This design comes from an exercise in tuning for small area, a short achievable clock period and few clock cycles on the open sky130 flow, not from production work.
In this exercise RTL edits were held to simulation tests only and were not proved equivalent to the original.

Design yuv_rgb_top, start of the top module:
module yuv_rgb_top #(
   parameter int PIXEL_PAIRS = 38400,  
   parameter int U_BASE      = 38400,
   parameter int V_BASE      = 57600,
   parameter int RGB_BASE    = 146944
) (
   input  logic        CLOCK,
   input  logic        Resetn,
   input  logic        start,
   output logic        done,
   output logic [17:0] sram_address,
   output logic [15:0] sram_write_data,
   input  logic [15:0] sram_read_data,
   output logic        sram_we_n
);
   localparam logic [16:0] WP_FIRST = 17'(RGB_BASE - 131072);
   localparam logic [16:0] WP_LAST  = 17'(RGB_BASE + 3 * PIXEL_PAIRS - 1 - 131072);
   logic        busy;      
   logic        pro;       
   logic [4:0]  q;         
   logic        w;         
   logic [15:0] yp;        
   logic [16:0] wp;        
   logic        we;        
   wire accept  = !busy && start;
   wire wr_next = busy && !pro && (q[4] || q[0] || q[2]) && !done;
   wire rd_y    = w && (q[1] || q[3]);
   wire [14:0] cidx = yp[15:1];  
   always_ff @(posedge CLOCK or negedge Resetn) begin
  ...
Settings: LEC_CHECK=0, CAP_MARGIN=20, CORE_MARGIN=2, CORE_UTILIZATION=40, SLEW_MARGIN=20; clock period 13.0 ns.
standard.sh (not shown) runs the stock make flow with config.mk's settings and CLKGATE_MAP_FILE= SYNTH_SCRIPT=/design/flow/synth_recipe.tcl, a recipe that flattens the netlist after the stock synthesis.
==> flow/flow/run.sh <==
#!/bin/bash
# The standard layout, with two changes to how it is made (the clock period
# and constraints are unchanged):
#  - timing repair aims at 9.1 ns of setup slack;
#  - the port buffers are buf_1 cells instead of the default delay buffers.
# The make output goes to standard.log.
bash standard.sh "BUFFER_PORTS_ARGS=-buffer_cell sky130_fd_sc_hd__buf_1" SETUP_SLACK_MARGIN=9.1 finish > standard.log 2>&1
Testbench counts at the start, summed over its fixed seeds: cycles 576,033.
Rerun with:
==> flow/flow/run.sh (replaced) <==
#!/bin/bash
# The standard layout, with two changes to how it is made (the clock period
# and constraints are unchanged):
#  - timing repair aims at 9 ns of setup slack;
#  - the port buffers are buf_2 cells instead of the default delay buffers.
# The make output goes to standard.log.
bash standard.sh "BUFFER_PORTS_ARGS=-buffer_cell sky130_fd_sc_hd__buf_2" SETUP_SLACK_MARGIN=9 finish > standard.log 2>&1
--- a/flow/config.mk
+++ b/flow/config.mk
@@ -10 +10 @@
-export CORE_UTILIZATION = 40
+export CORE_UTILIZATION = 50
The new run completed with no timing, DRC or antenna violations; setup slack improved by 0.018 ns; final area falls by 3.9%; cell count falls by 5.0%; fmax rises by 0.47%.

* * *

Setup of pepper:
Another version of the RTL of yuv_rgb_top (not shown whole).
For scale: about 1,900 cells after synthesis, about 55 I/O pins, ~0.016 mm^2 of cells after synthesis.
// yuv_rgb_top
module yuv_rgb_top #(
   parameter int PIXEL_PAIRS = 38400,  
   parameter int U_BASE      = 38400,
   parameter int V_BASE      = 57600,
   parameter int RGB_BASE    = 146944
) (
   input  logic        CLOCK,
   input  logic        Resetn,
   input  logic        start,
   output logic        done,
   output logic [17:0] sram_address,
   output logic [15:0] sram_write_data,
   input  logic [15:0] sram_read_data,
   output logic        sram_we_n
);
==> flow/config.mk <==
export PLATFORM = sky130hd
export DESIGN_NAME = yuv_rgb_top
export DESIGN_NICKNAME = yuv_rgb_top
export VERILOG_FILES = /design/flow/design.v
export SDC_FILE = /design/flow/constraint.sdc
export NUM_CORES = 4
export LEC_CHECK = 0
export ABC_AREA = 1
export CAP_MARGIN = 20
export CORE_MARGIN = 2
export CORE_UTILIZATION = 40
export CTS_BUF_LIST = sky130_fd_sc_hd__clkbuf_8
export SLEW_MARGIN = 20
==> flow/constraint.sdc <==
create_clock -name core_clock -period 13.0 [get_ports {CLOCK}]
set_input_delay 2.6000 -clock core_clock [delete_from_list [all_inputs] [get_ports {CLOCK}]]
set_output_delay 2.6000 -clock core_clock [all_outputs]
set_load 0.01 [all_outputs]
==> flow/flow/run.sh <==
#!/bin/bash
# The standard layout, with three changes to how it is made (the clock period
# and constraints are unchanged):
#  - timing repair aims at 9 ns of setup slack;
#  - the port buffers are buf_1 cells instead of the default delay buffers;
#  - clock tree synthesis (clkbuf_8 cells) adds no dummy loads.
# The make output goes to standard.log.
bash standard.sh "BUFFER_PORTS_ARGS=-buffer_cell sky130_fd_sc_hd__buf_1" \
  "CTS_ARGS=-sink_clustering_enable -repair_clock_nets -buf_list sky130_fd_sc_hd__clkbuf_8 -dont_use_dummy_load" \
  SETUP_SLACK_MARGIN=9 finish > standard.log 2>&1
pepper closes out successfully: all stages finished, all timing, DRC and antenna checks passed.
Testbench counts of pepper, summed over its fixed seeds: cycles 576,033.
diff inputs: pepper => raven
==> flow/flow/run.sh <==
#!/bin/bash
# The standard layout, with three changes to how it is made (the clock period
# and constraints are unchanged):
#  - timing repair aims at 9.3 ns of setup slack;
#  - the port buffers are buf_1 cells instead of the default delay buffers;
#  - clock tree synthesis (clkbuf_8 cells) adds no dummy loads.
# The make output goes to standard.log.
bash standard.sh "BUFFER_PORTS_ARGS=-buffer_cell sky130_fd_sc_hd__buf_1" \
  "CTS_ARGS=-sink_clustering_enable -repair_clock_nets -buf_list sky130_fd_sc_hd__clkbuf_8 -dont_use_dummy_load" \
  SETUP_SLACK_MARGIN=9.3 finish > standard.log 2>&1
Notes after the runs:
Taking pepper as the reference, in raven fraction of layout cells with a size suffix above 1 grew by 2.0 points; combined area of the multi-input logic cells grew by 0.95%. Count of instances resized after the clock tree is built sits higher in raven than in pepper. Diff pepper -> raven: core utilization +0.51 points, required time of the critical path moved down. raven vs pepper, number of antenna violations at the first check in global routing went down by 2. Worst setup slack ended up 0.25 ns higher on raven than on pepper.
Input changes introduced in juniper (baseline for comparison: raven):
==> flow/flow/run.sh <==
#!/bin/bash
# The standard layout, with three changes to how it is made (the clock period
# and constraints are unchanged):
#  - timing repair aims at 9.5 ns of setup slack;
#  - the port buffers are buf_1 cells instead of the default delay buffers;
#  - clock tree synthesis (clkbuf_8 cells) adds no dummy loads.
# The make output goes to standard.log.
bash standard.sh "BUFFER_PORTS_ARGS=-buffer_cell sky130_fd_sc_hd__buf_1" \
  "CTS_ARGS=-sink_clustering_enable -repair_clock_nets -buf_list sky130_fd_sc_hd__clkbuf_8 -dont_use_dummy_load" \
  SETUP_SLACK_MARGIN=9.5 finish > standard.log 2>&1
Notes after the runs:
- juniper reached the end of the flow, and the finished layout is clean on the timing, design-rule and antenna checks.
- juniper -> raven: transition at the pin with the smallest max-transition slack flat
- Total routed wirelength on juniper is up relative to raven.
- Per the comparison of juniper with raven, register-to-register slack saw an increase; finished layout cell area saw an increase.
#### Input delta (amber over juniper)
==> flow/flow/run.sh <==
#!/bin/bash
# The standard layout, with three changes to how it is made (the clock period
# and constraints are unchanged):
#  - timing repair aims at 9.15 ns of setup slack;
#  - the port buffers are buf_1 cells instead of the default delay buffers;
#  - clock tree synthesis (clkbuf_8 cells) adds no dummy loads.
# The make output goes to standard.log.
bash standard.sh "BUFFER_PORTS_ARGS=-buffer_cell sky130_fd_sc_hd__buf_1" \
  "CTS_ARGS=-sink_clustering_enable -repair_clock_nets -buf_list sky130_fd_sc_hd__clkbuf_8 -dont_use_dummy_load" \
  SETUP_SLACK_MARGIN=9.15 finish > standard.log 2>&1
[summary]
Compared with juniper, in amber worst hold slack did not really move; layout overhead on the synthesized area now smaller. A worst setup path endpoint of cq[19] is what amber shows, while sram_we_n belongs to juniper. amber: detailed route wirelength on metal3 about 4% above juniper. amber reports a lower utilization than juniper does.

## re-timing with driven ports
Ports are ideal in the flow. The routed layouts listed here were re-timed in OpenROAD. Step 1 (the two cells are an assumption about what drives the block):
set clk [get_ports {CLOCK}]
set_driving_cell -lib_cell sky130_fd_sc_hd__clkbuf_16 $clk
set_driving_cell -lib_cell sky130_fd_sc_hd__buf_2 [delete_from_list [all_inputs] $clk]
Step 2 moves the port delays by t, midway between the first and last clock arrival at a register: inputs arrive t later, outputs are due t later. That takes back most of the time a late clock gives input paths. Three values: ideal, step 1, step 2; two values: the first two.
| run | shift t [ns] | slack for setup (ns) | worst setup path at the end | slew at the worst register clock pin (ns) | cell pins on the clock port's net |
|---|---|---|---|---|---|
| the first run of note 1 | 0.597 | 9.017 / 9.017 / 8.852 | input to register | 0.07 / 0.07 | 1 |
| the second run of note 1 | 0.592 | 9.035 / 9.035 / 8.860 | input to register | 0.07 / 0.07 | 1 |
| pepper | 0.587 | 9.082 / 9.082 / 8.669 | input to register | 0.06 / 0.06 | 1 |
| raven | 0.591 | 9.330 / 9.281 / 8.873 | input to register | 0.06 / 0.06 | 1 |
| juniper | 0.588 | 9.332 / 9.283 / 9.023 | input to register | 0.06 / 0.06 | 1 |
| amber | 0.588 | 9.224 / 9.224 / 8.794 | input to register | 0.06 / 0.06 | 1 |
After both steps setup and hold are still met in every run listed. The setup slack of raven, which loses most, moves by -0.049 ns with the drivers and by -0.457 ns with both steps.
